Source: an optimization exercise on an open RTL-to-GDS flow (aim: small area, a short achievable clock period and few clock cycles). Production flows keep margins and buffers that such runs may drop.
At most, simulation tests tie the RTL to the original design; equivalence was not proved.
Only the layout flow was run in runs 1 to 3; the RTL was not checked for function there.
Power and IR drop assume default switching activity.

File: flow/design.v
package data_ram_pkg;
  typedef enum logic {
    ST_IDLE  = 1'b0,
    ST_SWEEP = 1'b1
  } state_e;
  function automatic integer lanes_of(input integer d_w, input integer lane_w);
    lanes_of = d_w / lane_w;
  endfunction
endpackage
module dr_and2 #(parameter int W = 1) (
  input  logic [W-1:0] a,
  input  logic [W-1:0] b,
  output logic [W-1:0] y
);
  assign y = a & b;
endmodule
module dr_sel8 (
  input  logic [7:0] d,
  input  logic [7:0] s,
  output logic       y
);
  logic [3:0] n;
  for (genvar p = 0; p < 4; p++) begin : g_p
    assign n[p] = ~((d[2*p] & s[2*p]) | (d[2*p+1] & s[2*p+1]));
  end
  assign y = ~(&n);
endmodule
module dr_nand4 #(parameter int W = 1) (
  input  logic [W-1:0] a, b, c, d,
  output logic [W-1:0] y
);
  assign y = ~(a & b & c & d);
endmodule
module dr_nor4 #(parameter int W = 1) (
  input  logic [W-1:0] a, b, c, d,
  output logic [W-1:0] y
);
  assign y = ~(a | b | c | d);
endmodule
module data_ram_array #(
  parameter int             A_W    = 7,
  parameter int             D_W    = 16,
  parameter int             LANE_W = 8,
  parameter logic [D_W-1:0] FILL   = 16'hA5A5
) (
  input  logic                    clk,
  input  logic                    fill_i,        
  input  logic                    we_i,
  input  logic [D_W/LANE_W-1:0]   lane_mask_i,
  input  logic [A_W-1:0]          addr_i,
  input  logic [D_W-1:0]          wdata_i,
  output logic [D_W-1:0]          rdata_o
);
  localparam int LANES = D_W / LANE_W;
  localparam int WORDS = 2**A_W;
  localparam int LO_W  = 3;
  localparam int HI_W  = A_W - LO_W;
  localparam int NLO   = 2**LO_W;
  localparam int NHI   = 2**HI_W;
  logic [D_W-1:0]       mem_q [WORDS];
  logic [D_W-1:0]       wdata;
  logic [NLO-1:0]       lo;           
  logic [NHI-1:0]       hi;           
  logic [LANES*NHI-1:0] hi_we;        
  logic [NLO-1:0]       lo_we;        
  logic [WORDS-1:0]     sel;          
  assign wdata = fill_i ? FILL : wdata_i;
  always_comb begin
    for (int m = 0; m < NLO; m++) begin
      lo[m]    = (addr_i[LO_W-1:0] == LO_W'(m));
      lo_we[m] = fill_i || lo[m];
    end
    for (int j = 0; j < NHI; j++) begin
      hi[j] = (addr_i[A_W-1:LO_W] == HI_W'(j));
      for (int k = 0; k < LANES; k++)
        hi_we[k*NHI+j] = fill_i || (we_i && lane_mask_i[k] && hi[j]);
    end
  end
  always_ff @(posedge clk) begin
    for (int i = 0; i < WORDS; i++) begin
      for (int k = 0; k < LANES; k++) begin
        if (hi_we[k*NHI+i/NLO] && lo_we[i%NLO]) begin
          mem_q[i][k*LANE_W +: LANE_W] <= wdata[k*LANE_W +: LANE_W];
        end
      end
    end
  end
  logic [D_W-1:0] l2 [WORDS/8];
  logic [D_W-1:0] l3 [WORDS/32];
  for (genvar i = 0; i < WORDS; i++) begin : g_sel
    dr_and2 #(.W(1)) u_sel (.a(hi[i/NLO]), .b(lo[i%NLO]), .y(sel[i]));
  end
  for (genvar q = 0; q < WORDS/8; q++) begin : g_l2
    for (genvar b = 0; b < D_W; b++) begin : g_bit
      dr_sel8 u_l2 (
        .d({mem_q[8*q+7][b], mem_q[8*q+6][b], mem_q[8*q+5][b], mem_q[8*q+4][b],
            mem_q[8*q+3][b], mem_q[8*q+2][b], mem_q[8*q+1][b], mem_q[8*q][b]}),
        .s(sel[8*q +: 8]),
        .y(l2[q][b])
      );
    end
  end
  for (genvar r = 0; r < WORDS/32; r++) begin : g_l3
    dr_nor4 #(.W(D_W)) u_l3 (
      .a(l2[4*r]), .b(l2[4*r+1]), .c(l2[4*r+2]), .d(l2[4*r+3]), .y(l3[r])
    );
  end
  dr_nand4 #(.W(D_W)) u_l4 (.a(l3[0]), .b(l3[1]), .c(l3[2]), .d(l3[3]), .y(rdata_o));
endmodule
module data_ram_sweep #(
  parameter int             A_W       = 7,
  parameter int             D_W       = 16,
  parameter int             LANE_W    = 8,
  parameter logic [D_W-1:0] FILL      = 16'hA5A5
) (
  input  logic                              clk,
  input  logic                              clear,
  input  logic                              enable,
  input  logic                              read_en,
  input  logic                              write_en,
  input  logic [A_W-1:0]                    addr,
  input  logic [D_W-1:0]                    datain,
  input  logic [D_W / LANE_W-1:0]           lane_en,
  input  logic                              scrub_req,
  output logic [D_W-1:0]                    dataout,
  output logic                              rd_valid,
  output logic                              busy,
  output logic                              acc_err
);
  logic             init_q;       
  logic [D_W-1:0]   dout_n_q;     
  logic             rd_valid_q, acc_err_q;
  logic             rd_ok, wr_ok, fill;
  logic [D_W-1:0]   arr_rdata;
  assign busy  = init_q;
  assign rd_ok = !init_q && enable && read_en;
  assign wr_ok = !init_q && enable && write_en;
  assign fill  = init_q || scrub_req;
  always_ff @(posedge clk or negedge clear) begin
    if (!clear) begin
      init_q     <= 1'b1;
      rd_valid_q <= 1'b0;
      acc_err_q  <= 1'b0;
      dout_n_q   <= '1;
    end else begin
      init_q     <= 1'b0;
      rd_valid_q <= rd_ok;
      acc_err_q  <= init_q && enable && (read_en || write_en);
      if (rd_ok) dout_n_q <= ~arr_rdata;
    end
  end
  data_ram_array #(
    .A_W    (A_W),
    .D_W    (D_W),
    .LANE_W (LANE_W),
    .FILL   (FILL)
  ) u_array (
    .clk         (clk),
    .fill_i      (fill),
    .we_i        (wr_ok),
    .lane_mask_i (lane_en),
    .addr_i      (addr),
    .wdata_i     (datain),
    .rdata_o     (arr_rdata)
  );
  assign dataout  = ~dout_n_q;
  assign rd_valid = rd_valid_q;
  assign acc_err  = acc_err_q;
endmodule
File: flow/run.sh
#!/bin/bash
# synth_recipe.tcl (not shown) runs the flow's synth.tcl, then flattens the netlist and writes it again
# the make line also repeats each setting of config.mk as NAME=value (left out here)
make -C /OpenROAD-flow-scripts/flow DESIGN_CONFIG=/design/flow/config.mk WORK_HOME=/design/flow/orfs CLKGATE_MAP_FILE= SYNTH_SCRIPT=/design/flow/synth_recipe.tcl finish
File: flow/config.mk
export PLATFORM = sky130hd
export DESIGN_NAME = data_ram_sweep
export DESIGN_NICKNAME = data_ram_sweep
export VERILOG_FILES = /design/flow/design.v
export SDC_FILE = /design/flow/constraint.sdc
export NUM_CORES = 4
export LEC_CHECK = 0
export CAP_MARGIN = 20
export CORE_MARGIN = 2
export CORE_UTILIZATION = 40
export CTS_CLUSTER_DIAMETER = 80
export CTS_CLUSTER_SIZE = 20
export SETUP_SLACK_MARGIN = 1.6
export SLEW_MARGIN = 20
export SYNTH_HIERARCHICAL = 1
export SYNTH_MINIMUM_KEEP_SIZE = 0
File: flow/constraint.sdc
create_clock -name core_clock -period 4.0 [get_ports {clk}]
set_input_delay 0.8000 -clock core_clock [delete_from_list [all_inputs] [get_ports {clk}]]
set_output_delay 0.8000 -clock core_clock [all_outputs]
set_load 0.01 [all_outputs]
==> results of run 1 <==
Yosys stat by module (local to each module, per instance), excerpt:
| module | cells | area (um2) | times used |
|---|---|---|---|
| data_ram_sweep | 58 | 787 | 1 |
| dr_sel8 | 5 | 36.3 | 256 |
layout by cell type (no fill, tap or decap), types with 9 or more instances in the layout:
cell             count
o31ai_4             16
and2_2              23
nand4_1            274
buf_12              87
o31ai_2            152
buf_6               56
clkbuf_1            38
edfxtp_1          2048
a22oi_1            903
buf_4              465
clkinvlp_4          13
o31ai_1             88
nor4_2              34
a22oi_2            121
clkdlybuf4s50_1     22
clkbuf_16          119
dfstp_2             17
nor4_4              30
inv_2                9
mux2i_1             16
and2_4             107
or2_4               10
flip-flops by register name, indices dropped and copies added, names as in the netlist:
signal	cells
rd_valid_q	1
acc_err_q	1
dout_n_q	16
u_array.mem_q	2048
init_q	1
repair_timing:
item	CTS	global route
pin swaps	130	61
buffers inserted	91	16
cloned	15	1
setup endpoints to repair	726	208
gates resized for setup	461	62
metrics by stage:
stage | instance area (um2) | hold slack [ps]
after floorplan | 77000 | 504
after global placement | 84600 | 532
after detailed placement | 84700 | 544
after CTS | 90500 | 401
after global routing | 91000 | 402
final | 91000 | 432
synthesized netlist by cell type, drive strengths merged, types with 2 or more instances:
master	number	area, um2
a22oi	1024	7690
and2	128	801
and3b	2	18.8
buf	86	514
clkbuf	35	131
dfrtp	2	50.1
dfstp	17	447
edfxtp	2048	61500
inv	25	93.8
mux2i	16	160
nand2	2	7.51
nand2b	4	25.0
nand3b	3	22.5
nand4	274	1710
nand4b	4	35.0
nand4bb	2	22.5
nor2	12	45.0
nor2b	8	50.1
nor3	4	20.0
nor4	64	801
o31ai	256	2500
or2	10	62.6
or3b	3	26.3
routing by layer:
metal / global-route usage / vias up / share of wire
met2: 0.366 / 2182 / 0.47
met1: 0.316 / 23500 / 0.40
met4: 0.0850 / 0 / 0.043
met5: 0 / - / 0
met3: 0.0329 / 366 / 0.080
li1: - / 18800 / -
cells by family after synthesis:
family,Yosys count
AOI/OAI and AO/OA,1281
DFF,2067
muxes,16
buffers and inverters,146
and+or+nand+nor,522
other,1
power groups by stage:
stage | Clock (W) | Sequential [W] | Combinational [W]
finish | 0.0125 | 0.0256 | 0.00259
CTS | 0.0127 | 0.0256 | 0.00254
global route | 0.0134 | 0.0257 | 0.00268
detailed placement | 0 | 0.0260 | 0.00235
floorplan | 0 | 0.0259 | 0.000931
global placement | 0 | 0.0260 | 0.00231
cell type report:
type                            count  area share
Antenna cell                        2   0.0000550
Clock buffer                      157      0.0343
Clock inverter                     23     0.00304
Inverter                           25     0.00172
Multi-Input combinational cell   1830       0.174
Sequential cell                  2067       0.681
Tap cell                         2511      0.0345
Timing Repair Buffer              652      0.0705
worst max-delay path by stage:
stage,cells after the start,end,slack (ps)
global route,14,dout_n_q[8]$_DFFE_PN1P_,1290
detailed placement,11,dout_n_q[9]$_DFFE_PN1P_,-450
floorplan,3,u_array.mem_q[0][11]$_DFFE_PP_,1230
global placement,11,dout_n_q[13]$_DFFE_PN1P_,-500
finish,14,dout_n_q[10]$_DFFE_PN1P_,1280
CTS,2,dataout[14],1350
==> metrics.cfg, run 1 <==
[drt]
first_pass_iters=6
vias=44900
drc=0
drtIter0Drc=6467
vias_per_cell=6.18
wl_um=229000
ant_nets=0
wl_per_cell_um=31.5

[setup_path]
max_stage_delay_ps=480
cp.buffers_inverters=7
r2r-start=init_q$_DFF_PN1_
crit_chain=buf_6 -> buf_8 -> buf_6 -> nand3b_1 -> inv_4 -> buf_12 -> and2_4 -> buf_6 -> a22oi_2 -> nand4_1 -> nor4_4 -> buf_6 -> nand4_1 -> mux2i_1
cp_top_family=simple AND/OR/NAND/NOR gates
cp_max_fo=7
rrSetupSlack_ps=1640
critPathCaptureType=register
reg2reg_to=u_array.mem_q[57][6]$_DFFE_PP_
r2r_cells=6
cp.arrival_ps=3440
worstPathRequired_ps=4720
cp_slowest_cell=nor4_4
critPathLaunchType=input pin
startpoint=addr[2]
critPathMostFrequentCell=buf_6
path_class=in2reg

[timing]
fin_tns_setup_ps=0
worst_pin_slew_ps=1180
finalSetupViolCount=0
slew_headroom=0.215
post-route-period-util=0.680
fin_skew_ps=60.5
fin_crit_ps=2720
hold_viol=0
slew_violations=0
setup_ws_ps=1280
rsz0062_at_grt=yes
fmaxAchievable_mhz=367

[synth]
ys.flop_type=edfxtp_1
synthArstFlopShare=0.00919
syn_area_um2=76800
synth_edf_count=2048
synthDistinctLibCells=33
ys_warn_count=12
synth_mux_area_frac=0.00209
synthSimpleGateAreaFrac=0.0477
synth_compound_area_frac=0.133
syn_nets=4064
synth_top_family_by_area=compound AO/OA/AOI/OAI gates
synth_xor_area_frac=0
synthCells=4033
ys_ff_latch=2067
synth_fa_ha_area_frac=0
avgSynthCellArea_um2=19.0
synth_seq_area_share=0.808

[run_status]
status=no timing/DRC/antenna violations

[global_routing]
grt_pass1_wl_um=322000
grt_pass1_vias=43200
globalRouteTotalUtil=0.228
grt_max_degree=129
antenna_found_initial=6
grt_overflow=0

[floorplanning]
ios=50
die_h_um=442
rows=160
core_area_um2=190000
dieArea_um2=195000
die_w_um=442
start_util=0.403

[layout]
fillers=15600
drive_gt1_frac=0.281
layout.nets=4725
utilization=0.478
regArea_um2=62000
stdcell_count=7267
syn_to_final_growth_pct=18.5
multiInputGateArea_um2=15900

[place]
gp_congestion=0.908
post-place-cells=6962
port_buffers=49
dpl_worst_slack_ps=-446
dp_hpwl_um=142000

[clocking]
clk_latency_ps=790
cts.sinks=2067
htree_levels=3
root_buffer=clkbuf_16
cts_hold_buf=0
clock_path_buffers=3
numCtsBuffers=118
cts.clk_slew.worst_paths_ps=90
cts_tree=built

[power_and_ir_drop]
p_clk_frac=0.308
cell_internal_pwr_w=0.0317
peakVddDrop_v=0.000381
p_switching_w=0.00905
finalPower_w=0.0407
switching_share=0.222
power.density_nw_per_um2=447
power_frac_comb=0.064
seqPwrFrac=0.629
p_leak_nw=29.7

[run]
max-cap-violations=0

[hold_path]
hp-class=in2async

==> run 2, diff against run 1 <==
--- a/flow/config.mk
+++ b/flow/config.mk
@@ -12,3 +12,3 @@
 export CTS_CLUSTER_SIZE = 20
-export SETUP_SLACK_MARGIN = 1.6
+export SETUP_SLACK_MARGIN = 1.8
 export SLEW_MARGIN = 20
==> run 2 against run 1 <==
Net effect:
- largest power group unchanged
- synthesized cell count unchanged
- sequential power about the same
- total power up 0.92%
- still clean
- wire length up 4.9%
- final area up 3.5%
- clock-buffer cell count unchanged
==> metrics.cfg, run 2 <==
[drt]
wl_per_cell_um=32.5
first_pass_iters=6
vias=46200
vias_per_cell=6.26
wl_um=240000
ant_nets=0
drtIter0Drc=6835
drc=0

[synth]
synth_fa_ha_area_frac=0
synth_top_family_by_area=compound AO/OA/AOI/OAI gates
avgSynthCellArea_um2=19.0
synth_xor_area_frac=0
synthTopCellsByCount=edfxtp_1, a22oi_1, nand4_1
synth_area_leaders=edfxtp_1, a22oi_1, nand4_1
synthArstFlopShare=0.00919
synth_compound_area_frac=0.133
synth_seq_area_share=0.808
ys_ff_latch=2067
synth_mux_area_frac=0.00209
ys.flop_type=edfxtp_1
synthMostInstantiatedCell=edfxtp_1
synth_edf_count=2048
syn_nets=4064
ys_warn_count=12
synthDistinctLibCells=33
synth_top_area_share=0.801
synthCells=4033
synth_top_cell_by_area=edfxtp_1
syn_area_um2=76800
synthSimpleGateAreaFrac=0.0477

[timing]
finalSetupViolCount=0
worst_pin_slew_ps=1340
rsz0062_at_grt=yes
fin_skew_ps=53.9
post-route-period-util=0.695
hold_viol=0
fin_tns_setup_ps=0
slew_violations=0
whs_ps=409
fmaxAchievable_mhz=359
fin_crit_ps=2780
slew_headroom=0.104

[place]
dp_hpwl_um=142000
place_area_um2=84700
port_buffers=49
gp_congestion=0.908

[setup_path]
critPathLaunchType=input pin
path_class=in2reg
critPathCaptureType=register
r2r_cells=8
cp.arrival_ps=3510
worstPathRequired_ps=4720
cp_max_fo=16

[hold_path]
hp-class=in2reg
min_path_cells=2

[layout]
final_common_cell=edfxtp_1
final_cell_mix=edfxtp_1, a22oi_1, buf_4, nand4_1, buf_6
top_regs=u_array.mem_q (2048), dout_n_q (16)
syn_to_final_growth_pct=22.7
largest_reg_flops=2048
largest-register=u_array.mem_q
drive_gt1_frac=0.308
layout.nets=4837
design_area_um2=94200
utilization=0.495

[floorplanning]
core_area_um2=190000
die_h_um=442
rows=160
dieArea_um2=195000
start_util=0.403
ios=50
die_w_um=442

[global_routing]
grt_pass1_wl_um=329000
globalRouteTotalUtil=0.233
antenna_found_initial=5
grt_pass1_vias=43600
grt_max_degree=129
grt_overflow=0

[run_status]
status=no timing/DRC/antenna violations

[power_and_ir_drop]
finalPower_w=0.0411
p_leak_nw=30.8
power.density_nw_per_um2=436
peakVddDrop_v=0.000382

[clocking]
clk_latency_ps=790
cts.sinks=2067
clock_path_buffers=3
cts_hold_buf=0
cts.clk_slew.worst_paths_ps=90
cts_tree=built
root_buffer=clkbuf_16
htree_levels=3
numCtsBuffers=118

[run]
max-cap-violations=0

==> run 2: cell types whose count changed in the layout (fill, tap and decap cells not counted), sizes merged <==
cell and change:
and2 +1, buf +95, bufbuf +1, clkbuf +11
clkdlybuf4s50 -2, clkinv +1, or2 +5
==> run 2: repair_timing <==
item	in CTS	in global routing
setup endpoints to repair	1931	2541
buffers inserted	109	83
gates resized for setup	604	242
gates cloned	26	16
pin swaps	138	98
==> run 2: cell families after synthesis <==
| family | Yosys count |
|---|---|
| flops | 2067 |
| mux | 16 |
| simple gates | 522 |
| compound gates | 1281 |
| other cells | 1 |
| buf+inv | 146 |
==> run 2: power breakdown <==
part	internal (W)	switching (W)	total, W
clock	0.00564	0.00690	0.0125
sequential	0.0252	0.000400	0.0256
combinational	0.00101	0.00194	0.00294
==> run 2: final cells by class <==
cell class | count | area, um2
timing repair buffer | 757 | 8280
fill | 15300 | 96200
tap | 2511 | 3140
sequential | 2067 | 62000
multi-input combinational | 1836 | 17200
antenna | 2 | 5.00
inverter | 25 | 183
clock buffer | 157 | 3120
clock inverter | 23 | 277
timing repair inverter | 1 | 11.3
==> run 2: per-layer routing <==
layer / track usage / up-vias / routed length, um
li1: - / 19100 / -
met1: 0.322 / 24000 / 94000
met2: 0.375 / 2614 / 114000
met3: 0.0326 / 397 / 21600
met4: 0.0897 / 0 / 10700
met5: 0 / - / 0
==> run 2: path summary, 6_finish.rpt <==
| check | startpoint | end | slack, ps |
|---|---|---|---|
| worst max-delay path | addr[1] | dout_n_q[8]$_DFFE_PN1P_ | 1220 |
| worst min-delay path | write_en | acc_err_q$_DFF_PN0_ | 410 |
| worst max register to register | init_q$_DFF_PN1_ | u_array.mem_q[51][4]$_DFFE_PP_ | 1570 |
| worst min register to register | dout_n_q[13]$_DFFE_PN1P_ | dout_n_q[13]$_DFFE_PN1P_ | 530 |
| max in group asynchronous | clear | rd_valid_q$_DFF_PN0_ | 3450 |
| min in group asynchronous | clear | init_q$_DFF_PN1_ | 420 |
==> run 2: per-stage QoR <==
step                      cells  worst slack [ps]
after global placement     6962              -497
after global routing       7378              1300
after detailed placement   6962              -446
final                      7379              1220
after floorplan            4033              1230
after CTS                  7277              1350
==> run 2: Yosys stat by module, one instance, submodules excluded, excerpt <==
module,cells,cell area (um2),flip-flops and latches
dr_sel8,5,36.3,0
data_ram_sweep,58,787,19
==> run 2: worst max-delay path: stages <==
cell and delay [ps]:
buf_6 90, buf_8 130, buf_4 140, nand3b_1 120
inv_2 80, buf_4 200, and2_4 230, a22oi_1 220
nand4_1 460, nor4_4 670, nand4_1 170, mux2i_1 170
==> run 3, diff against run 2 <==
--- a/flow/config.mk
+++ b/flow/config.mk
@@ -12,3 +12,3 @@
 export CTS_CLUSTER_SIZE = 20
-export SETUP_SLACK_MARGIN = 1.8
+export SETUP_SLACK_MARGIN = 1.7
 export SLEW_MARGIN = 20
==> run 3 against run 2 <==
Net effect:
- still clean on timing, DRC and antenna
- synthesized cell count stayed put
- fmax is 1.7% higher
- critical path depth is 2 higher
- final area is 2.9% lower
- core utilization is 1.4 points lower
- largest cell class unchanged
- largest power group unchanged
==> metrics.cfg, run 3 <==
[layout]
fillers=15600
top_regs=u_array.mem_q (2048), dout_n_q (16)
layout.nets=4736
final_cell_mix=edfxtp_1, a22oi_1, buf_4, nand4_1, o31ai_2
design_area_um2=91500
final_common_cell=edfxtp_1
drive_gt1_frac=0.283
largest-register=u_array.mem_q
syn_to_final_growth_pct=19.2
largest_reg_flops=2048

[drt]
vias_per_cell=6.17
drc=0
ant_nets=0
drtIter0Drc=6431
wl_um=230000
vias=44900
first_pass_iters=5
wl_per_cell_um=31.6

[synth]
synth_top_cell_by_area=edfxtp_1
synth_area_leaders=edfxtp_1, a22oi_1, nand4_1
synth_top_area_share=0.801
synthTopCellsByCount=edfxtp_1, a22oi_1, nand4_1
synthMostInstantiatedCell=edfxtp_1
syn_area_um2=76800
synthArstFlopShare=0.00919
synth_seq_area_share=0.808
ys.flop_type=edfxtp_1
synthDistinctLibCells=33
ys_ff_latch=2067
synthCells=4033
syn_nets=4064
ys_warn_count=12
synth_edf_count=2048
avgSynthCellArea_um2=19.0

[clocking]
cts.sinks=2067
clk_latency_ps=790
root_buffer=clkbuf_16
clock_path_buffers=3
cts.clk_slew.worst_paths_ps=90
cts_tree=built
htree_levels=3
numCtsBuffers=118

[timing]
hold_viol=0
rsz0062_at_grt=yes
worst_pin_slew_ps=1240
slew_headroom=0.171
post-route-period-util=0.684
fin_crit_ps=2740
fin_skew_ps=60.0
fmaxAchievable_mhz=365
finalSetupViolCount=0
slew_violations=0
fin_tns_setup_ps=0
whs_ps=419

[place]
place_area_um2=84700
dp_hpwl_um=142000
port_buffers=49
gp_congestion=0.908

[floorplanning]
start_util=0.403
core_area_um2=190000
dieArea_um2=195000
rows=160
die_h_um=442
die_w_um=442
ios=50

[run_status]
status=no timing/DRC/antenna violations

[setup_path]
critPathLaunchType=input pin
path_class=in2reg
rrSetupSlack_ps=1710
critPathCaptureType=register
cp.arrival_ps=3460
reg2reg_to=u_array.mem_q[75][1]$_DFFE_PP_
r2r_cells=6
startpoint=addr[2]
worstPathRequired_ps=4720
crit_end=dout_n_q[8]$_DFFE_PN1P_
cp_max_fo=7
r2r-start=init_q$_DFF_PN1_

[power_and_ir_drop]
power.density_nw_per_um2=446
peakVddDrop_v=0.000381
p_leak_nw=29.8

[global_routing]
antenna_found_initial=6
globalRouteTotalUtil=0.228
grt_max_degree=129
grt_pass1_wl_um=323000
grt_pass1_vias=43100
grt_overflow=0

[run]
max-cap-violations=0

[hold_path]
hp-class=in2async

## run 3: worst min-delay path by stage
stage,slack [ps],cells after the start,endpoint,from
after CTS,400,1,init_q$_DFF_PN1_,clear
after global routing,390,1,init_q$_DFF_PN1_,clear
after global placement,530,1,acc_err_q$_DFF_PN0_,init_q$_DFF_PN1_
after detailed placement,540,1,acc_err_q$_DFF_PN0_,init_q$_DFF_PN1_
final,420,1,init_q$_DFF_PN1_,clear
after floorplan,500,0,acc_err_q$_DFF_PN0_,clear
## run 3: logic make-up (layout without fill, tap and decap cells)
group                  count (synthesis)  count (layout)  synth area share
muxes                                 16              16           0.00209
buffers and inverters                146             868           0.00963
DFF                                 2067            2067             0.808
other                                  1               3         0.0000489
and+or+nand+nor                      522             532            0.0477
AOI/OAI and AO/OA                   1281            1281             0.133
## run 3: layout make-up
cell class / count / area, um2 / share of cell area
sequential: 2067 / 62000 / 0.678
tap: 2511 / 3140 / 0.0343
timing repair buffer: 663 / 6650 / 0.0727
clock buffer: 157 / 3120 / 0.0341
antenna: 2 / 5.00 / 0.0000547
multi-input combinational: 1830 / 16100 / 0.176
inverter: 25 / 169 / 0.00185
clock inverter: 23 / 277 / 0.00302
## run 3: what timing repair did
action | in CTS | in global routing
setup endpoints to repair | 1465 | 599
gates cloned | 15 | 4
resized for setup | 508 | 65
pin swaps | 130 | 54
setup buffers | 93 | 22
hold buffers | 0 | 0
## run 3: critical path: stages
cell	delay [ps]
buf_6	90
buf_8	130
buf_6	120
nand3b_1	180
inv_4	120
buf_12	180
and2_4	200
buf_4	150
a22oi_2	170
nand4_1	340
nor4_4	490
buf_6	190
nand4_1	90
mux2i_1	170
## run 3: metal layers
| metal | vias up | GRT usage | share of wire |
|---|---|---|---|
| li1 | 18900 | - | - |
| met1 | 23500 | 0.315 | 0.40 |
| met2 | 2175 | 0.368 | 0.48 |
| met3 | 349 | 0.0340 | 0.080 |
| met4 | 0 | 0.0854 | 0.041 |
| met5 | - | 0 | 0 |
## run 3: Yosys stat by module (local to each module, per instance), excerpt
module	flip-flops and latches	cell area (um2)	cells inside	times used
dr_sel8	0	36.3	5	256
data_ram_sweep	19	787	58	1
## run 3: where the power goes
group	total (W)	internal (W)	switching [W]	leakage, nW
clock	0.0125	0.00564	0.00688	1.64
combinational	0.00270	0.000885	0.00181	7.48
sequential	0.0256	0.0252	0.000397	20.7
total	0.0408	0.0317	0.00909	29.8
## run 3: stage by stage
step	util	setup WS, ps	total power, W	std cells
floorplan	-	1230	0.0269	4033
global placement	0.444	-497	0.0283	6962
detailed placement	0.445	-446	0.0284	6962
CTS	0.477	1350	0.0409	7250
global route	0.480	1290	0.0419	7277
finish	0.480	1260	0.0408	7278
==> run 4, diff against run 3 <==
--- a/flow/design.v
+++ b/flow/design.v
@@ -130,3 +130,3 @@
   logic             init_q;       
-  logic [D_W-1:0]   dout_n_q;     
+  logic [D_W-1:0]   dout_q;
   logic             rd_valid_q, acc_err_q;
@@ -143,3 +143,3 @@
       acc_err_q  <= 1'b0;
-      dout_n_q   <= '1;
+      dout_q     <= '0;
     end else begin
@@ -148,3 +148,3 @@
       acc_err_q  <= init_q && enable && (read_en || write_en);
-      if (rd_ok) dout_n_q <= ~arr_rdata;
+      if (rd_ok) dout_q <= arr_rdata;
     end
@@ -165,3 +165,3 @@
   );
-  assign dataout  = ~dout_n_q;
+  assign dataout  = dout_q;
   assign rd_valid = rd_valid_q;
--- a/flow/config.mk
+++ b/flow/config.mk
@@ -9,6 +9,6 @@
 export CORE_MARGIN = 2
-export CORE_UTILIZATION = 40
+export CORE_UTILIZATION = 50
 export CTS_CLUSTER_DIAMETER = 80
 export CTS_CLUSTER_SIZE = 20
-export SETUP_SLACK_MARGIN = 1.7
+export SETUP_SLACK_MARGIN = 1.8
 export SLEW_MARGIN = 20
==> run 4 against run 3 <==
Net effect:
- the layout now fails its checks (max-capacitance violations, max-slew violations)
- fmax down 18%
- synthesized cell count down 0.40%
- global-route usage up 5.8 points
- critical path type unchanged
==> metrics.cfg, run 4 <==
[timing]
fin_tns_setup_ps=0
rsz0062_at_grt=yes
hold_viol=0
fin_crit_ps=3330
whs_ps=412
slew_violations=66
slew_headroom=-0.0592
finalSetupViolCount=0
worst_pin_slew_ps=1590
fin_skew_ps=31.0
post-route-period-util=0.833
fmaxAchievable_mhz=300

[setup_path]
cp_slowest_cell=nor4_4
worstPathRequired_ps=4660
r2r_cells=9
critPathLaunchType=input pin
path_class=in2reg
cp.buffers_inverters=5
reg2reg_to=u_array.mem_q[118][10]$_DFFE_PP_
rrSetupSlack_ps=1280
critPathCaptureType=register
max_stage_delay_ps=870
r2r-start=init_q$_DFF_PN1_
cp_max_fo=6
cp.arrival_ps=3990
crit_chain=buf_12 -> buf_8 -> nand3b_1 -> clkinvlp_4 -> buf_12 -> and2_4 -> buf_4 -> a22oi_2 -> nand4_1 -> nor4_4 -> nand4_1 -> mux2_4
cp_top_family=simple AND/OR/NAND/NOR gates

[global_routing]
grt_pass1_vias=42700
grt_overflow=0
antenna_found_initial=19
globalRouteTotalUtil=0.287
grt_max_degree=129
grt_pass1_wl_um=320000

[clocking]
htree_levels=3
cts.clk_slew.worst_paths_ps=80
numCtsBuffers=117
clk_latency_ps=790
clock_path_buffers=3
cts_tree=built
root_buffer=clkbuf_16
cts.sinks=2067
cts_hold_buf=0

[place]
port_buffers=49
gp_congestion=0.910
place_area_um2=84400
post-place-cells=6535
dp_hpwl_um=142000

[layout]
top_regs=u_array.mem_q (2048), dout_q (16)
drive_gt1_frac=0.328
syn_to_final_growth_pct=28.7
final_common_cell=edfxtp_1
final_cell_mix=edfxtp_1, a22oi_1, buf_6, buf_4, nand4_1
largest_reg_flops=2048
design_area_um2=98700
layout.nets=5051
largest-register=u_array.mem_q
stdcell_count=7124

[synth]
ys_ff_latch=2067
synth_top_area_share=0.802
synthMostInstantiatedCell=edfxtp_1
syn_nets=4048
synthCells=4017
synth_compound_area_frac=0.133
synthDistinctLibCells=33
synth_seq_area_share=0.808
synth_top_cell_by_area=edfxtp_1
synthTopCellsByCount=edfxtp_1, a22oi_1, nand4_1
synth_edf_count=2048
syn_area_um2=76700
synth_top_family_by_area=compound AO/OA/AOI/OAI gates
synth_xor_area_frac=0
synth_fa_ha_area_frac=0
synthArstFlopShare=0.00919
ys_warn_count=12
synthSimpleGateAreaFrac=0.0479
synth_area_leaders=edfxtp_1, a22oi_1, nand4_1
ys.flop_type=edfxtp_1
synth_mux_area_frac=0.00279
avgSynthCellArea_um2=19.1

[drt]
first_pass_iters=6
wl_per_cell_um=38.1
drtIter0Drc=7619
drc=0
vias_per_cell=6.88
wl_um=271000
vias=49000
ant_nets=0

[run_status]
status=failed layout checks
so_faults=max-capacitance violations, max-slew violations

[power_and_ir_drop]
p_leak_nw=33.3
cell_internal_pwr_w=0.0322
seqPwrFrac=0.615
switching_share=0.227
peakVddDrop_v=0.000395
finalPower_w=0.0417
p_switching_w=0.00948
p_clk_frac=0.304
power.density_nw_per_um2=422
power_frac_comb=0.082

[floorplanning]
die_h_um=396
die_w_um=396
ios=50
dieArea_um2=157000
start_util=0.505
rows=143
core_area_um2=152000

[hold_path]
hp-class=in2async

[run]
max-cap-violations=2

run 4: layout make-up:
cell class,count,area (um2)
flip-flops and latches,2067,62000
fillers,10100,53300
multi-input cells,1836,18100
repair buffers,986,12600
clock buffers,164,3170
well taps,2030,2540
clock inverters,23,265
inverters,10,71.3
repair inverters,2,22.5
diodes,6,15.0
run 4: through the flow:
step                       util  setup slack [ps]
after detailed placement  0.555             -1230
after global placement    0.555             -1350
final                     0.649               667
after global routing      0.649               789
after CTS                 0.592               908
after floorplan               -              1210
run 4: cell families after synthesis:
group | Yosys count
flip-flops | 2067
AND/OR/NAND/NOR | 522
other | 1
AO/OA/AOI/OAI | 1281
buffers and inverters | 130
multiplexers | 16
run 4: what timing repair did:
item                        CTS  global route
cloned                        9           136
hold endpoints to repair      0             0
setup endpoints to repair  3160          3678
resized for setup           280           970
pin swaps                   125            51
setup buffers               107           144
run 4: how the worst max path moves through the flow:
stage,start,endpoint,slack (ps),cells past startpoint
CTS,addr[0],dout_q[11]$_DFFE_PN0P_,910,11
floorplan,addr[1],dout_q[0]$_DFFE_PN0P_,1210,11
global placement,addr[1],dout_q[8]$_DFFE_PN0P_,-1350,10
detailed placement,addr[2],dout_q[11]$_DFFE_PN0P_,-1230,12
global route,addr[0],dout_q[2]$_DFFE_PN0P_,790,14
finish,addr[0],dout_q[13]$_DFFE_PN0P_,670,12
run 4: per-module statistics from Yosys, one instance, submodules excluded, a selection:
module,cell area [um2],cells
dr_sel8,36.3,5
data_ram_sweep,754,42
run 4: per-layer routing:
metal	vias to the layer above	wire [um]	global-route usage
li1	19600	-	-
met1	25200	99900	0.420
met2	3687	121000	0.440
met3	566	38300	0.0577
met4	10	12100	0.0807
met5	-	69	0
run 4: power by group through the flow:
stage	sequential (W)	combinational, W	clock [W]
final	0.0256	0.00340	0.0127
after global routing	0.0257	0.00345	0.0134
after CTS	0.0256	0.00237	0.0127
after detailed placement	0.0261	0.00224	0
after global placement	0.0261	0.00220	0
after floorplan	0.0259	0.000908	0
Testbench counts of run 4, summed over its fixed seeds: cycles 21,171.
==> run 5, diff against run 4 <==
--- a/flow/config.mk
+++ b/flow/config.mk
@@ -9,5 +9,6 @@
 export CORE_MARGIN = 2
-export CORE_UTILIZATION = 50
+export CORE_UTILIZATION = 40
 export CTS_CLUSTER_DIAMETER = 80
 export CTS_CLUSTER_SIZE = 20
+export GPL_ROUTABILITY_DRIVEN = 0
 export SETUP_SLACK_MARGIN = 1.8
==> run 5 against run 4 <==
Net effect:
- the run now finishes clean
- clock power about the same
- fmax increased by 26%
- sequential cell count unchanged
- largest power group unchanged
- wire length decreased by 15%
- total power decreased by 2.4%
- via count decreased by 7.6%
- critical path type unchanged
- highest routed layer is now met4
==> metrics.cfg, run 5 <==
[setup_path]
cp_num_cells=14
path_class=in2reg
cp.buffers_inverters=7
worstPathRequired_ps=4690
cp_top_family=buffers and inverters
r2r_cells=7
max_stage_delay_ps=290
crit_chain=buf_8 -> or3b_4 -> clkinvlp_4 -> buf_6 -> buf_6 -> and2_4 -> buf_12 -> buf_12 -> a22oi_1 -> nand4_1 -> nor4_2 -> buf_4 -> nand4_1 -> mux2_4
critPathCaptureType=register
cp_max_fo=14
critPathLaunchType=input pin
cp_slowest_cell=nand4_1
cp.arrival_ps=3340

[global_routing]
antenna_found_initial=4
grt_max_degree=129
grt_overflow=0
grt_pass1_vias=43300
grt_pass1_wl_um=323000
globalRouteTotalUtil=0.227

[synth]
synthArstFlopShare=0.00919
synth_edf_count=2048
synth_top_area_share=0.802
ys_ff_latch=2067
syn_nets=4048
avgSynthCellArea_um2=19.1
syn_area_um2=76700
synthTopCellsByCount=edfxtp_1, a22oi_1, nand4_1
synthMostInstantiatedCell=edfxtp_1
ys.flop_type=edfxtp_1
synth_seq_area_share=0.808
synth_area_leaders=edfxtp_1, a22oi_1, nand4_1
synthDistinctLibCells=33
synth_top_cell_by_area=edfxtp_1
ys_warn_count=12
synthCells=4017

[run]
max-cap-violations=0

[timing]
hold_viol=0
fmaxAchievable_mhz=378
post-route-period-util=0.662
setup_ws_ps=1350
worst_pin_slew_ps=1100
slew_headroom=0.267
fin_crit_ps=2650
slew_violations=0
rsz0062_at_grt=yes
fin_tns_setup_ps=0
finalSetupViolCount=0
fin_skew_ps=87.1

[clocking]
cts_hold_buf=0
cts_tree=built
htree_levels=3
clk_latency_ps=810
clock_path_buffers=3
cts.clk_slew.worst_paths_ps=80
numCtsBuffers=116
cts.sinks=2067
root_buffer=clkbuf_16

[drt]
drc=0
drtIter0Drc=6310
first_pass_iters=6
vias_per_cell=6.18
ant_nets=0
wl_per_cell_um=31.4
wl_um=230000
vias=45300

[power_and_ir_drop]
p_leak_nw=30.0
cell_internal_pwr_w=0.0316
seqPwrFrac=0.631
finalPower_w=0.0407
power_frac_comb=0.061
p_switching_w=0.00907
power.density_nw_per_um2=444
p_clk_frac=0.309
switching_share=0.223
peakVddDrop_v=0.000413

[run_status]
status=no timing/DRC/antenna violations

[place]
port_buffers=49
post-place-cells=7015
dp_hpwl_um=143000
dpl_worst_slack_ps=-400

[layout]
stdcell_count=7321
top_regs=u_array.mem_q (2048), dout_q (16)
layout.nets=4760
largest-register=u_array.mem_q
final_cell_mix=edfxtp_1, a22oi_1, buf_4, nand4_1, a22oi_2
drive_gt1_frac=0.284
largest_reg_flops=2048
syn_to_final_growth_pct=19.3
final_common_cell=edfxtp_1

[floorplanning]
die_w_um=442
die_h_um=442
core_area_um2=190000
dieArea_um2=195000
ios=50
rows=160
start_util=0.403

[hold_path]
hp-class=in2reg
min_path_cells=2

## run 5: cell counts after synthesis
Identical to the previous run, type by type.
## run 5: timing repair
action	4_1_cts	5_1_grt
gates cloned	22	8
endpoints found under the setup margin	1617	542
pin swaps	127	62
setup buffers	62	15
gates resized for setup	436	151
## run 5: routing by layer
layer  wire [um]  share of wire  global-route usage  vias up
met5           0              0                   0        -
met3       19800          0.086              0.0333      330
li1            -              -                   -    18900
met4        8400          0.037              0.0767        0
met2      108000           0.47               0.360     2300
met1       94000           0.41               0.322    23700
## run 5: power by group through the flow
| stage | Combinational [W] | Sequential, W | Clock (W) |
|---|---|---|---|
| after detailed placement | 0.00225 | 0.0261 | 0 |
| after floorplan | 0.000908 | 0.0259 | 0 |
| after CTS | 0.00238 | 0.0256 | 0.0127 |
| after global routing | 0.00257 | 0.0257 | 0.0134 |
| final | 0.00248 | 0.0257 | 0.0126 |
| after global placement | 0.00222 | 0.0261 | 0 |
## run 5: Yosys stat by module (local to each module, per instance), a selection
module / flip-flops and latches / cells inside / area (um2)
data_ram_sweep: 19 / 42 / 754
dr_sel8: 0 / 5 / 36.3
## run 5: logic make-up (layout without fill, tap and decap cells)
kind of cell | count (synthesis) | count (layout) | share of synthesized area
other | 1 | 4 | 0.0000489
AOI/OAI and AO/OA | 1281 | 1281 | 0.133
muxes | 16 | 16 | 0.00279
buffers and inverters | 130 | 900 | 0.00864
and+or+nand+nor | 522 | 542 | 0.0479
DFF | 2067 | 2067 | 0.808
## run 5: per-stage QoR
step,instance area (um2),hold WS [ps],utilization
floorplan,77000,504,-
global placement,85100,528,0.447
detailed placement,85100,532,0.447
CTS,90400,337,0.475
global route,91500,278,0.481
finish,91600,290,0.481
## run 5: final cells by class
type	count	area, um2
Antenna cell	3	7.51
Inverter	10	60.1
Timing Repair Buffer	694	6790
Sequential cell	2067	62000
Clock inverter	15	241
Multi-Input combinational cell	1840	16100
Clock buffer	181	3190
Fill cell	15600	98800
Tap cell	2511	3140
## run 5: worst paths after layout
kind	start	to	slack (ps)
setup / recovery	addr[0]	dout_q[14]$_DFFE_PN0P_	1350
hold / removal	write_en	acc_err_q$_DFF_PN0_	290
setup reg to reg	init_q$_DFF_PN1_	u_array.mem_q[124][15]$_DFFE_PP_	1750
hold reg to reg	dout_q[7]$_DFFE_PN0P_	dout_q[7]$_DFFE_PN0P_	640
max in group asynchronous	clear	dout_q[13]$_DFFE_PN0P_	3270
min in group asynchronous	clear	rd_valid_q$_DFF_PN0_	390
==> run 6, diff against run 5 <==
--- a/flow/config.mk
+++ b/flow/config.mk
@@ -12,3 +12,2 @@
 export CTS_CLUSTER_SIZE = 20
-export GPL_ROUTABILITY_DRIVEN = 0
 export SETUP_SLACK_MARGIN = 1.8
==> run 6 against run 5 <==
Net effect:
- synthesized cell count did not move
- via count did not move
- critical path depth unchanged
- sequential cell count did not move
- setup slack stayed put
- cell count stayed put
- worst hold slack stayed put
- die area did not move
- synthesized area unchanged
==> metrics.cfg, run 6 <==
[run_status]
status=no timing/DRC/antenna violations

[layout]
utilization=0.481
largest_reg_flops=2048
largest-register=u_array.mem_q
layout.nets=4760
multiInputGateArea_um2=16100
syn_to_final_growth_pct=19.3
regArea_um2=62000
top_regs=u_array.mem_q (2048), dout_q (16)
stdcell_count=7321
final_cell_mix=edfxtp_1, a22oi_1, buf_4, nand4_1, a22oi_2
drive_gt1_frac=0.284
fillers=15600
final_common_cell=edfxtp_1

[power_and_ir_drop]
p_clk_frac=0.309
power.density_nw_per_um2=444
cell_internal_pwr_w=0.0316
switching_share=0.223
power_frac_comb=0.061
finalPower_w=0.0407
p_switching_w=0.00907
peakVddDrop_v=0.000413
seqPwrFrac=0.631
p_leak_nw=30.0

[setup_path]
crit_chain=buf_8 -> or3b_4 -> clkinvlp_4 -> buf_6 -> buf_6 -> and2_4 -> buf_12 -> buf_12 -> a22oi_1 -> nand4_1 -> nor4_2 -> buf_4 -> nand4_1 -> mux2_4
critPathCaptureType=register
r2r-start=init_q$_DFF_PN1_
r2r_cells=7
critPathLaunchType=input pin
cp.arrival_ps=3340
rrSetupSlack_ps=1750
cp_max_fo=14
cp_slowest_cell=nand4_1
worstPathRequired_ps=4690
path_class=in2reg
max_stage_delay_ps=290
cp.buffers_inverters=7
reg2reg_to=u_array.mem_q[124][15]$_DFFE_PP_
cp_top_family=buffers and inverters

[synth]
synthTopCellsByCount=edfxtp_1, a22oi_1, nand4_1
synthArstFlopShare=0.00919
ys_warn_count=12
syn_area_um2=76700
synth_area_leaders=edfxtp_1, a22oi_1, nand4_1
synth_edf_count=2048
synth_seq_area_share=0.808
ys.flop_type=edfxtp_1
avgSynthCellArea_um2=19.1
synthMostInstantiatedCell=edfxtp_1
synth_top_cell_by_area=edfxtp_1
synth_top_area_share=0.802
synthDistinctLibCells=33
syn_nets=4048
ys_ff_latch=2067
synthCells=4017

[global_routing]
grt_pass1_wl_um=323000
globalRouteTotalUtil=0.227
grt_overflow=0
grt_pass1_vias=43300
antenna_found_initial=4
grt_max_degree=129

[clocking]
numCtsBuffers=116
htree_levels=3
cts.clk_slew.worst_paths_ps=80
clock_path_buffers=3
cts.sinks=2067
cts_tree=built
root_buffer=clkbuf_16
clk_latency_ps=810

[timing]
hold_viol=0
slew_headroom=0.267
worst_pin_slew_ps=1100
fmaxAchievable_mhz=378
fin_skew_ps=87.1
post-route-period-util=0.662
slew_violations=0
finalSetupViolCount=0
rsz0062_at_grt=yes
fin_crit_ps=2650

[drt]
first_pass_iters=6
drc=0
wl_um=230000
drtIter0Drc=6310
ant_nets=0
vias=45300
wl_per_cell_um=31.4
vias_per_cell=6.18

[hold_path]
worstHoldEndpoint=acc_err_q$_DFF_PN0_
min_path_cells=2
hp-class=in2reg
hold_path_startpoint=write_en

[place]
dp_hpwl_um=143000
gp_congestion=0.867
post-place-cells=7015
port_buffers=49

[floorplanning]
die_h_um=442
dieArea_um2=195000
ios=50
rows=160
core_area_um2=190000
die_w_um=442
start_util=0.403

[run]
max-cap-violations=0

==> run 6: cell type report <==
| cell class | count | area share |
|---|---|---|
| timing repair buffer | 694 | 0.0742 |
| clock inverter | 15 | 0.00264 |
| sequential | 2067 | 0.677 |
| multi-input combinational | 1840 | 0.176 |
| clock buffer | 181 | 0.0348 |
| inverter | 10 | 0.000656 |
| tap | 2511 | 0.0343 |
| antenna | 3 | 0.0000820 |
==> run 6: how the worst max path moves through the flow <==
stage	startpoint	end	slack [ps]	cells past startpoint
2_1_floorplan	addr[1]	dout_q[0]$_DFFE_PN0P_	1210	11
3_3_place_gp	addr[4]	dout_q[5]$_DFFE_PN0P_	-420	12
3_5_place_dp	addr[4]	dout_q[14]$_DFFE_PN0P_	-400	13
4_1_cts	addr[0]	dout_q[3]$_DFFE_PN0P_	1470	12
5_1_grt	addr[0]	dout_q[3]$_DFFE_PN0P_	1340	12
6_report	addr[0]	dout_q[14]$_DFFE_PN0P_	1350	14
==> run 6: per-layer routing <==
metal,vias to the layer above,part of all wire,wire length (um),global-route usage
li1,18900,-,-,-
met1,23700,0.41,94000,0.322
met2,2300,0.47,108000,0.360
met3,330,0.086,19800,0.0333
met4,0,0.037,8400,0.0767
met5,-,0,0,0
==> run 6: repair_timing <==
action / in CTS / in global routing
gates resized for setup: 436 / 151
pin swaps: 127 / 62
hold buffers: 0 / 0
endpoints found under the setup margin: 1617 / 542
cloned: 22 / 8
buffers inserted: 62 / 15
==> run 6: worst reg2reg max path: stages, from the launching register on <==
cell and delay (ps):
dfstp_2 390, and3b_1 230, buf_6 180, nand4_1 240
buf_4 240, clkbuf_16 160, o31ai_1 300, buf_4 240
==> run 6: Yosys stat by module (local to each module, per instance), excerpt <==
module	area, um2	copies in the design
data_ram_sweep	754	1
dr_sel8	36.3	256
==> run 6: kinds of logic (layout without fill, tap and decap cells) <==
group | Yosys count | in the layout | synth area share
DFF | 2067 | 2067 | 0.808
muxes | 16 | 16 | 0.00279
buffers and inverters | 130 | 900 | 0.00864
AOI/OAI and AO/OA | 1281 | 1281 | 0.133
and+or+nand+nor | 522 | 542 | 0.0479
other | 1 | 4 | 0.0000489
==> run 6: metrics by stage <==
step	cell area [um2]	setup WS [ps]	TNS, ps	hold WS [ps]
floorplan	77000	1210	0	504
global placement	85100	-417	-4840	528
detailed placement	85100	-400	-4960	532
CTS	90400	1470	0	337
global route	91500	1340	0	278
finish	91600	1350	0	290
==> run 6: power groups by stage <==
stage | Sequential, W | Combinational, W | Clock, W
floorplan | 0.0259 | 0.000908 | 0
global placement | 0.0261 | 0.00222 | 0
detailed placement | 0.0261 | 0.00225 | 0
CTS | 0.0256 | 0.00238 | 0.0127
global route | 0.0257 | 0.00257 | 0.0134
finish | 0.0257 | 0.00248 | 0.0126
==> run 7, diff against run 6 <==
--- a/flow/config.mk
+++ b/flow/config.mk
@@ -12,3 +12,3 @@
 export CTS_CLUSTER_SIZE = 20
-export SETUP_SLACK_MARGIN = 1.8
+export SETUP_SLACK_MARGIN = 1.7
 export SLEW_MARGIN = 20
==> run 7 against run 6 <==
Net effect:
- clock-buffer cell count stayed put
- sequential power hardly changed
- worst hold slack better by 48 ps
- sequential cell count stayed put
- synthesized cell count stayed put
- setup slack better by 26 ps
- fmax is 1.0% higher
- register-to-register slack worse by 30 ps
- critical path depth is 1 lower
- combinational power is 3% lower
- critical path type unchanged
- largest cell class unchanged
==> metrics.cfg, run 7 <==
[timing]
worst_pin_slew_ps=1060
fin_crit_ps=2620
setup_ws_ps=1380
post-route-period-util=0.655
fmaxAchievable_mhz=382
rsz0062_at_grt=yes
hold_viol=0
fin_tns_setup_ps=0
whs_ps=338
slew_violations=0
fin_skew_ps=92.5
slew_headroom=0.296
finalSetupViolCount=0

[global_routing]
globalRouteTotalUtil=0.226
antenna_found_initial=3
grt_pass1_vias=43200
grt_overflow=0
grt_pass1_wl_um=321000
grt_max_degree=129

[setup_path]
path_class=in2reg
critPathLaunchType=input pin
r2r_cells=7
critPathCaptureType=register
cp_slowest_cell=nor4_4
max_stage_delay_ps=510
crit_chain=buf_8 -> or3b_4 -> clkinvlp_4 -> buf_6 -> buf_6 -> and2_4 -> buf_6 -> buf_4 -> a22oi_2 -> nand4_1 -> nor4_4 -> nand4_1 -> mux2_4
reg2reg_to=u_array.mem_q[124][15]$_DFFE_PP_
rrSetupSlack_ps=1720
worstPathRequired_ps=4710
cp_max_fo=8
r2r-start=init_q$_DFF_PN1_
cp.arrival_ps=3330
critPathMostFrequentCell=buf_6

[synth]
synthMostInstantiatedCell=edfxtp_1
synthTopCellsByCount=edfxtp_1, a22oi_1, nand4_1
syn_area_um2=76700
synthDistinctLibCells=33
synth_seq_area_share=0.808
synth_area_leaders=edfxtp_1, a22oi_1, nand4_1
synth_top_cell_by_area=edfxtp_1
syn_nets=4048
synth_edf_count=2048
ys_ff_latch=2067
ys.flop_type=edfxtp_1
ys_warn_count=12
synthArstFlopShare=0.00919
synthCells=4017
synth_top_area_share=0.802
avgSynthCellArea_um2=19.1

[drt]
vias=45200
vias_per_cell=6.18
first_pass_iters=6
wl_um=229000
wl_per_cell_um=31.3
ant_nets=0
drc=0
drtIter0Drc=6251

[floorplanning]
core_area_um2=190000
dieArea_um2=195000
ios=50
die_w_um=442
rows=160
die_h_um=442
start_util=0.403

[layout]
utilization=0.478
drive_gt1_frac=0.283
layout.nets=4750
largest_reg_flops=2048
syn_to_final_growth_pct=18.6
largest-register=u_array.mem_q
final_cell_mix=edfxtp_1, a22oi_1, buf_4, nand4_1, a22oi_2
final_common_cell=edfxtp_1
top_regs=u_array.mem_q (2048), dout_q (16)
stdcell_count=7310

[hold_path]
hold_path_startpoint=enable
worstHoldEndpoint=acc_err_q$_DFF_PN0_
hp-class=in2reg
min_path_cells=2

[power_and_ir_drop]
p_leak_nw=29.8
peakVddDrop_v=0.000419
p_clk_frac=0.309
seqPwrFrac=0.632
cell_internal_pwr_w=0.0316
switching_share=0.222
power.density_nw_per_um2=446
p_switching_w=0.00902
power_frac_comb=0.059

[place]
gp_congestion=0.867
port_buffers=49
dpl_worst_slack_ps=-400
post-place-cells=7015
dp_hpwl_um=143000

[clocking]
root_buffer=clkbuf_16
cts_tree=built
cts_hold_buf=0
htree_levels=3
numCtsBuffers=116
clock_path_buffers=3
cts.sinks=2067
clk_latency_ps=820
cts.clk_slew.worst_paths_ps=90

[run_status]
status=no timing/DRC/antenna violations

[run]
max-cap-violations=0

run 7: cell count changes in the layout (fill, tap and decap cells not counted), moves of 2 or more:
| cell | delta |
|---|---|
| buf_6 | -25 |
| o31ai_4 | -33 |
| and2_4 | -2 |
| a22oi_1 | -26 |
| o31ai_2 | +10 |
| o31ai_1 | +23 |
| a22oi_2 | +26 |
| and2_2 | +3 |
| clkdlybuf4s50_1 | +2 |
| buf_4 | +17 |
| clkbuf_16 | -3 |
run 7: through the flow:
step / power (W) / instance area, um2
after global routing: 0.0417 / 91000
after detailed placement: 0.0284 / 85100
final: 0.0406 / 91000
after global placement: 0.0283 / 85100
after CTS: 0.0407 / 90300
after floorplan: 0.0268 / 77000
run 7: layout make-up:
type / count / area (um2)
fillers: 15600 / 99400
flip-flops and latches: 2067 / 62000
multi-input cells: 1840 / 15800
repair buffers: 684 / 6550
clock buffers: 181 / 3190
well taps: 2511 / 3140
clock inverters: 15 / 241
inverters: 10 / 55.1
diodes: 2 / 5.00
run 7: worst max-delay path: cells and delay by family:
family / cells / cell delay (ps)
buffers and inverters: 6 / 810
AOI/OAI and AO/OA: 1 / 120
muxes: 1 / 290
and+or+nand+nor: 5 / 1290
run 7: modules after synthesis (local to each module, per instance), excerpt:
module          cells inside  copies in the design  area, um2  flip-flops and latches
data_ram_sweep            42                     1        754                      19
dr_sel8                    5                   256       36.3                       0
run 7: repair_timing:
item | 4_1_cts | 5_1_grt
cloned | 20 | 5
setup endpoints to repair | 919 | 518
gates resized for setup | 421 | 93
setup buffers | 57 | 15
pin swaps | 126 | 80
run 7: kinds of logic (layout without fill, tap and decap cells):
| family | after synthesis | in the layout | synth area share |
|---|---|---|---|
| compound gates | 1281 | 1281 | 0.133 |
| simple gates | 522 | 542 | 0.0479 |
| mux | 16 | 16 | 0.00279 |
| other cells | 1 | 3 | 0.0000489 |
| flops | 2067 | 2067 | 0.808 |
| buf+inv | 130 | 890 | 0.00864 |
run 7: worst max path at each step:
stage / startpoint / endpoint / slack [ps] / cells after the start
after floorplan: addr[1] / dout_q[0]$_DFFE_PN0P_ / 1210 / 11
after global placement: addr[4] / dout_q[5]$_DFFE_PN0P_ / -420 / 12
after detailed placement: addr[4] / dout_q[14]$_DFFE_PN0P_ / -400 / 13
after CTS: addr[0] / dout_q[3]$_DFFE_PN0P_ / 1470 / 12
after global routing: addr[0] / dout_q[3]$_DFFE_PN0P_ / 1350 / 12
final: addr[0] / dout_q[2]$_DFFE_PN0P_ / 1380 / 13
run 7: power groups by stage:
stage | clock network (W) | logic, W | registers (W)
5_1_grt | 0.0134 | 0.00250 | 0.0258
2_1_floorplan | 0 | 0.000908 | 0.0259
6_report | 0.0125 | 0.00241 | 0.0257
3_3_place_gp | 0 | 0.00222 | 0.0261
3_5_place_dp | 0 | 0.00225 | 0.0261
4_1_cts | 0.0127 | 0.00236 | 0.0256
run 7: layer usage:
| metal | GRT usage | part of all wire | vias to the layer above |
|---|---|---|---|
| li1 | - | - | 18900 |
| met1 | 0.321 | 0.41 | 23700 |
| met2 | 0.360 | 0.47 | 2312 |
| met3 | 0.0328 | 0.083 | 304 |
| met4 | 0.0750 | 0.033 | 0 |
| met5 | 0 | 0 | - |
==> run 8, diff against run 7 <==
--- a/flow/config.mk
+++ b/flow/config.mk
@@ -9,3 +9,3 @@
 export CORE_MARGIN = 2
-export CORE_UTILIZATION = 40
+export CORE_UTILIZATION = 45
 export CTS_CLUSTER_DIAMETER = 80
==> run 8 against run 7 <==
Net effect:
- clock-buffer cell count decreased by 37
- sequential power about the same
- largest cell class unchanged
- worst hold slack got worse by 38 ps
- synthesized area unchanged
- largest power group unchanged
- die area decreased by 11%
- core utilization increased by 6.7 points
- critical endpoint is now dout_q[14]$_DFFE_PN0P_
- still clean
- clock power about the same
- critical path type unchanged
==> metrics.cfg, run 8 <==
[timing]
slew_violations=0
worst_pin_slew_ps=948
fin_crit_ps=2890
slew_headroom=0.368
post-route-period-util=0.722
hold_viol=0
fin_skew_ps=50.6
rsz0062_at_grt=yes
fmaxAchievable_mhz=346
finalSetupViolCount=0

[floorplanning]
core_area_um2=169000
dieArea_um2=174000
start_util=0.453
ios=50
die_h_um=417
die_w_um=417
rows=151

[synth]
synthDistinctLibCells=33
synth_edf_count=2048
synth_top_cell_by_area=edfxtp_1
synthArstFlopShare=0.00919
synthMostInstantiatedCell=edfxtp_1
synth_seq_area_share=0.808
syn_area_um2=76700
syn_nets=4048
synthCells=4017
synth_area_leaders=edfxtp_1, a22oi_1, nand4_1
synth_top_area_share=0.802
ys.flop_type=edfxtp_1
ys_ff_latch=2067
avgSynthCellArea_um2=19.1
synthTopCellsByCount=edfxtp_1, a22oi_1, nand4_1
ys_warn_count=12

[clocking]
cts_tree=built
clk_latency_ps=790
htree_levels=3
root_buffer=clkbuf_16
numCtsBuffers=117
cts.sinks=2067
cts.clk_slew.worst_paths_ps=90
clock_path_buffers=3

[setup_path]
crit_chain=buf_6 -> buf_12 -> nand3b_1 -> clkinvlp_4 -> buf_12 -> buf_8 -> and2_4 -> buf_12 -> a22oi_2 -> nand4_1 -> nor4_4 -> nand4_1 -> mux2_4
cp.buffers_inverters=6
path_class=in2reg
cp_max_fo=8
critPathMostFrequentCell=buf_12
cp.arrival_ps=3570
max_stage_delay_ps=500
cp_top_family=simple AND/OR/NAND/NOR gates
reg2reg_to=u_array.mem_q[87][10]$_DFFE_PP_
critPathCaptureType=register
critPathLaunchType=input pin
cp_slowest_cell=nor4_4
r2r-start=init_q$_DFF_PN1_
r2r_cells=7
worstPathRequired_ps=4680
rrSetupSlack_ps=1740

[layout]
layout.nets=4815
final_cell_mix=edfxtp_1, a22oi_1, buf_4, nand4_1, clkbuf_16
utilization=0.545
syn_to_final_growth_pct=20.3
largest-register=u_array.mem_q
final_common_cell=edfxtp_1
largest_reg_flops=2048
top_regs=u_array.mem_q (2048), dout_q (16)
drive_gt1_frac=0.289

[drt]
vias=45400
wl_met2_um=110000
wl_met3_um=18700
vias_per_cell=6.44
top_layer=met5
drc=0
first_pass_iters=5
ant_nets=0
drtIter0Drc=6185
wl_um=229000
wl_met1_um=91900
wl_per_cell_um=32.5

[power_and_ir_drop]
power.density_nw_per_um2=439
peakVddDrop_v=0.000377
p_leak_nw=30.7
finalPower_w=0.0405

[run]
max-cap-violations=0

[hold_path]
min_path_cells=2
worstHoldEndpoint=acc_err_q$_DFF_PN0_
hp-class=in2reg
hold_path_startpoint=write_en

[run_status]
status=no timing/DRC/antenna violations

[global_routing]
grt_pass1_wl_um=321000
antenna_found_initial=5
grt_max_degree=129
globalRouteTotalUtil=0.257
grt_pass1_vias=43300
grt_overflow=0

[place]
gp_congestion=0.868
port_buffers=49
dp_hpwl_um=146000

-- run 8: cell counts after synthesis --
No cell type changed its count.
-- run 8: where the power goes --
group	internal, W	switching [W]
logic	0.000838	0.00168
registers	0.0252	0.000451
clock network	0.00554	0.00685
total	0.0315	0.00898
-- run 8: worst max-delay path by stage --
stage             from                     end  slack, ps  depth (start not counted)
6_report       addr[1]  dout_q[14]$_DFFE_PN0P_       1110                         13
4_1_cts        addr[1]  dout_q[14]$_DFFE_PN0P_       1220                         13
2_1_floorplan  addr[1]   dout_q[0]$_DFFE_PN0P_       1210                         11
3_5_place_dp   addr[2]  dout_q[14]$_DFFE_PN0P_       -880                         11
5_1_grt        addr[1]   dout_q[7]$_DFFE_PN0P_       1140                         14
3_3_place_gp   addr[2]  dout_q[14]$_DFFE_PN0P_       -880                         11
-- run 8: through the flow --
stage	setup TNS (ps)	hold slack, ps	worst slack [ps]	std cells	area, um2
final	0	300	1110	7052	92300
after global routing	0	292	1140	7051	92300
after CTS	0	398	1220	7008	90700
after detailed placement	-11510	549	-880	6756	85200
after global placement	-11080	539	-884	6755	85100
after floorplan	0	504	1210	4017	77000
-- run 8: Yosys stat by module, one instance, submodules excluded, a selection --
| module | cells | flip-flops and latches | area [um2] | times used |
|---|---|---|---|---|
| dr_sel8 | 5 | 0 | 36.3 | 256 |
| data_ram_sweep | 42 | 19 | 754 | 1 |
-- run 8: worst register-to-register path: stages, from the launching register on --
cell	delay [ps]
dfstp_2	400
and3b_1	240
buf_6	160
nand4b_1	170
buf_12	210
buf_6	250
o31ai_1	290
buf_4	250
-- run 8: metal layers --
layer,global-route usage,vias to the layer above
li1,-,19000
met1,0.362,23800
met2,0.413,2247
met3,0.0363,353
met4,0.0860,2
met5,0,-
-- run 8: layout make-up --
type,count,area (um2)
Timing Repair Buffer,763,7590
Antenna cell,1,2.50
Multi-Input combinational cell,1825,16500
Tap cell,2218,2780
Fill cell,12900,77200
Clock inverter,24,267
Inverter,10,68.8
Clock buffer,144,3050
Sequential cell,2067,62000
-- run 8: what timing repair did --
item,in CTS,in global routing
hold buffers,1,0
gates resized for setup,311,208
setup buffers,75,38
pin swaps,106,73
cloned,8,5
endpoints found under the hold margin,12,0
endpoints found under the setup margin,2030,1391
-- run 8: cell families (layout without fill, tap and decap cells) --
group / count (synthesis) / count (layout) / synth area share
flip-flops: 2067 / 2067 / 0.808
multiplexers: 16 / 16 / 0.00279
AND/OR/NAND/NOR: 522 / 527 / 0.0479
buffers and inverters: 130 / 941 / 0.00864
AO/OA/AOI/OAI: 1281 / 1281 / 0.133
other: 1 / 2 / 0.0000489
==> run 9, diff against run 8 <==
--- a/flow/config.mk
+++ b/flow/config.mk
@@ -9,3 +9,3 @@
 export CORE_MARGIN = 2
-export CORE_UTILIZATION = 45
+export CORE_UTILIZATION = 35
 export CTS_CLUSTER_DIAMETER = 80
==> run 9 against run 8 <==
Net effect:
- global-route usage shrank 6.0 points
- critical path type unchanged
- worst hold slack better by 64 ps
- critical endpoint is now dout_q[4]$_DFFE_PN0P_
- clock-buffer cell count grew 36
- setup slack worse by 49 ps
- synthesized area unchanged
- highest routed layer unchanged
- wire length shrank 1.1%
- non-clock buffer count down 68
- clock skew fell by 8.9 ps
- die area rose by 28%
- synthesized cell count stayed put
- sequential share of layout area down 0.15 points
- register-to-register slack got worse by 20 ps
==> metrics.cfg, run 9 <==
[global_routing]
grt_pass1_wl_um=319000
grt_max_degree=129
antenna_found_initial=13
grt_pass1_vias=43100
globalRouteTotalUtil=0.197
grt_overflow=0

[setup_path]
cp_top_family=simple AND/OR/NAND/NOR gates
cp.buffers_inverters=7
max_stage_delay_ps=570
cp_slowest_cell=nor4_4
cp.arrival_ps=3600
crit_chain=buf_6 -> buf_12 -> or3b_4 -> clkinvlp_4 -> buf_12 -> buf_12 -> buf_16 -> and2_4 -> buf_12 -> a22oi_2 -> nand4_1 -> nor4_4 -> nand4_1 -> mux2_4
path_class=in2reg
cp_max_fo=6
critPathMostFrequentCell=buf_12
critPathLaunchType=input pin
critPathCaptureType=register
startpoint=addr[1]
worstPathRequired_ps=4670
r2r-start=init_q$_DFF_PN1_

[timing]
fin_tns_setup_ps=0
fin_crit_ps=2940
slew_violations=0
rsz0062_at_grt=yes
fmaxAchievable_mhz=340
fin_skew_ps=41.7
hold_viol=0
whs_ps=365
post-route-period-util=0.734
slew_headroom=0.279
worst_pin_slew_ps=1080
finalSetupViolCount=0

[clocking]
clock_path_buffers=3
cts_tree=built
clk_latency_ps=780
root_buffer=clkbuf_16
cts.clk_slew.worst_paths_ps=80
cts.sinks=2067
htree_levels=3
cts_hold_buf=0
numCtsBuffers=117

[run_status]
status=no timing/DRC/antenna violations

[synth]
synthCells=4017
ys.flop_type=edfxtp_1
avgSynthCellArea_um2=19.1
syn_area_um2=76700
synth_area_leaders=edfxtp_1, a22oi_1, nand4_1
synthArstFlopShare=0.00919
synthDistinctLibCells=33
ys_warn_count=12
synth_top_cell_by_area=edfxtp_1
synth_edf_count=2048
synth_top_area_share=0.802
ys_ff_latch=2067
synthMostInstantiatedCell=edfxtp_1
syn_nets=4048
synthTopCellsByCount=edfxtp_1, a22oi_1, nand4_1
synth_seq_area_share=0.808

[layout]
drive_gt1_frac=0.290
stdcell_count=7659
final_cell_mix=edfxtp_1, a22oi_1, buf_4, nand4_1, clkbuf_16
syn_to_final_growth_pct=20.6
layout.nets=4749
largest-register=u_array.mem_q
final_common_cell=edfxtp_1
top_regs=u_array.mem_q (2048), dout_q (16)
largest_reg_flops=2048

[drt]
first_pass_iters=6
ant_nets=0
drc=0
vias_per_cell=5.83
wl_per_cell_um=29.6
drtIter0Drc=5331
vias=44700
wl_um=227000

[power_and_ir_drop]
power.density_nw_per_um2=441
finalPower_w=0.0408
p_leak_nw=30.1
peakVddDrop_v=0.000361

[floorplanning]
ios=50
start_util=0.353
rows=171
die_w_um=472
die_h_um=472
core_area_um2=218000
dieArea_um2=223000

[hold_path]
hp-class=in2reg
hold_path_startpoint=enable

[place]
port_buffers=49
gp_congestion=0.870
post-place-cells=7326
dp_hpwl_um=144000

[run]
max-cap-violations=0

-- run 9: cell counts after synthesis --
Identical to the previous run, type by type.
-- run 9: area by class of cell --
class	instances	area (um2)
inverter	10	57.6
multi-input combinational	1827	16600
sequential	2067	62000
tap	2854	3570
antenna	5	12.5
fill	18700	125000
clock buffer	180	3280
clock inverter	21	262
timing repair buffer	695	6720
-- run 9: routing by layer --
metal	routed length, um	track usage
met1	91300	0.265
met3	16700	0.0265
met5	74	0
met2	111000	0.327
met4	7340	0.0666
-- run 9: per-module statistics from Yosys, one instance, submodules excluded, a selection --
module / cell area (um2) / cells inside / flops+latches
data_ram_sweep: 754 / 42 / 19
dr_sel8: 36.3 / 5 / 0
-- run 9: timing repair --
| item | CTS | global route |
|---|---|---|
| pin swaps | 113 | 69 |
| gates resized for setup | 464 | 101 |
| cloned | 7 | 4 |
| buffers inserted | 77 | 39 |
| setup endpoints to repair | 1767 | 1038 |
| endpoints found under the hold margin | 0 | 0 |
-- run 9: report_power, final --
part	internal (W)	leakage (nW)	switching, W
Sequential	0.0252	20.7	0.000481
Combinational	0.000779	7.73	0.00164
Clock	0.00594	1.69	0.00680
Total	0.0319	30.1	0.00893
-- run 9: logic make-up after synthesis --
kind of cell | synth area share
flops | 0.808
mux | 0.00279
simple gates | 0.0479
buf+inv | 0.00864
other cells | 0.0000489
compound gates | 0.133
-- run 9: worst paths after layout --
path                                                    end  slack (ps)  cells past startpoint
hold / removal                          acc_err_q$_DFF_PN0_         360                      2
max in group asynchronous             dout_q[8]$_DFFE_PN0P_        3140                      2
min in group asynchronous             dout_q[5]$_DFFE_PN0P_         450                      2
setup reg to reg           u_array.mem_q[110][12]$_DFFE_PP_        1720                      5
hold reg to reg                       dout_q[8]$_DFFE_PN0P_         620                      1
setup / recovery                      dout_q[4]$_DFFE_PN0P_        1060                     14
-- run 9: per-stage QoR --
stage | setup WS [ps] | util | cell area (um2)
final | 1060 | 0.425 | 92500
after global routing | 1060 | 0.425 | 92500
after CTS | 1220 | 0.421 | 91500
after detailed placement | -678 | 0.393 | 85500
after global placement | -696 | 0.392 | 85300
after floorplan | 1210 | - | 77000

what the ideal ports hide:
How much do the figures lean on ideal ports? The routed layouts below were timed once more, with nothing changed but the port constraints. Step 1 (the two cells are an assumption about what drives the block):
set clk [get_ports {clk}]
set_driving_cell -lib_cell sky130_fd_sc_hd__clkbuf_16 $clk
set_driving_cell -lib_cell sky130_fd_sc_hd__buf_2 [delete_from_list [all_inputs] $clk]
Step 2 times the ports against the registers' clock, not the clock port: input delays grow and output delays shrink by t, the midpoint of the rising clock arrivals with the driver on. Slacks: ideal ports / drivers / drivers and shift; pairs: ideal ports / drivers.
run | t (ns) | setup slack, ns | worst setup path at the end | latest minus earliest clock arrival (ns) | worst register clock-pin slew, ns
run 1 | 0.853 | 1.278 / 1.303 / 0.454 | input to register | 0.078 / 0.079 | 0.09 / 0.09
run 2 | 0.859 | 1.218 / 1.235 / 0.377 | input to register | 0.070 / 0.069 | 0.09 / 0.09
run 3 | 0.855 | 1.264 / 1.298 / 0.443 | input to register | 0.073 / 0.073 | 0.09 / 0.09
run 4 | 0.857 | 0.667 / 0.680 / -0.176 | input to register | 0.039 / 0.039 | 0.09 / 0.09
run 5 | 0.853 | 1.352 / 1.335 / 0.483 | input to register | 0.089 / 0.089 | 0.09 / 0.09
run 6 | 0.853 | 1.352 / 1.335 / 0.483 | input to register | 0.089 / 0.089 | 0.09 / 0.09
run 7 | 0.857 | 1.379 / 1.361 / 0.504 | input to register | 0.096 / 0.096 | 0.09 / 0.09
run 8 | 0.849 | 1.112 / 1.115 / 0.267 | input to register | 0.053 / 0.053 | 0.09 / 0.09
run 9 | 0.849 | 1.062 / 1.102 / 0.253 | input to register | 0.043 / 0.043 | 0.09 / 0.09
For run 7, which loses most, drivers alone change the setup slack by -0.018 ns; drivers and shift together by -0.875 ns.
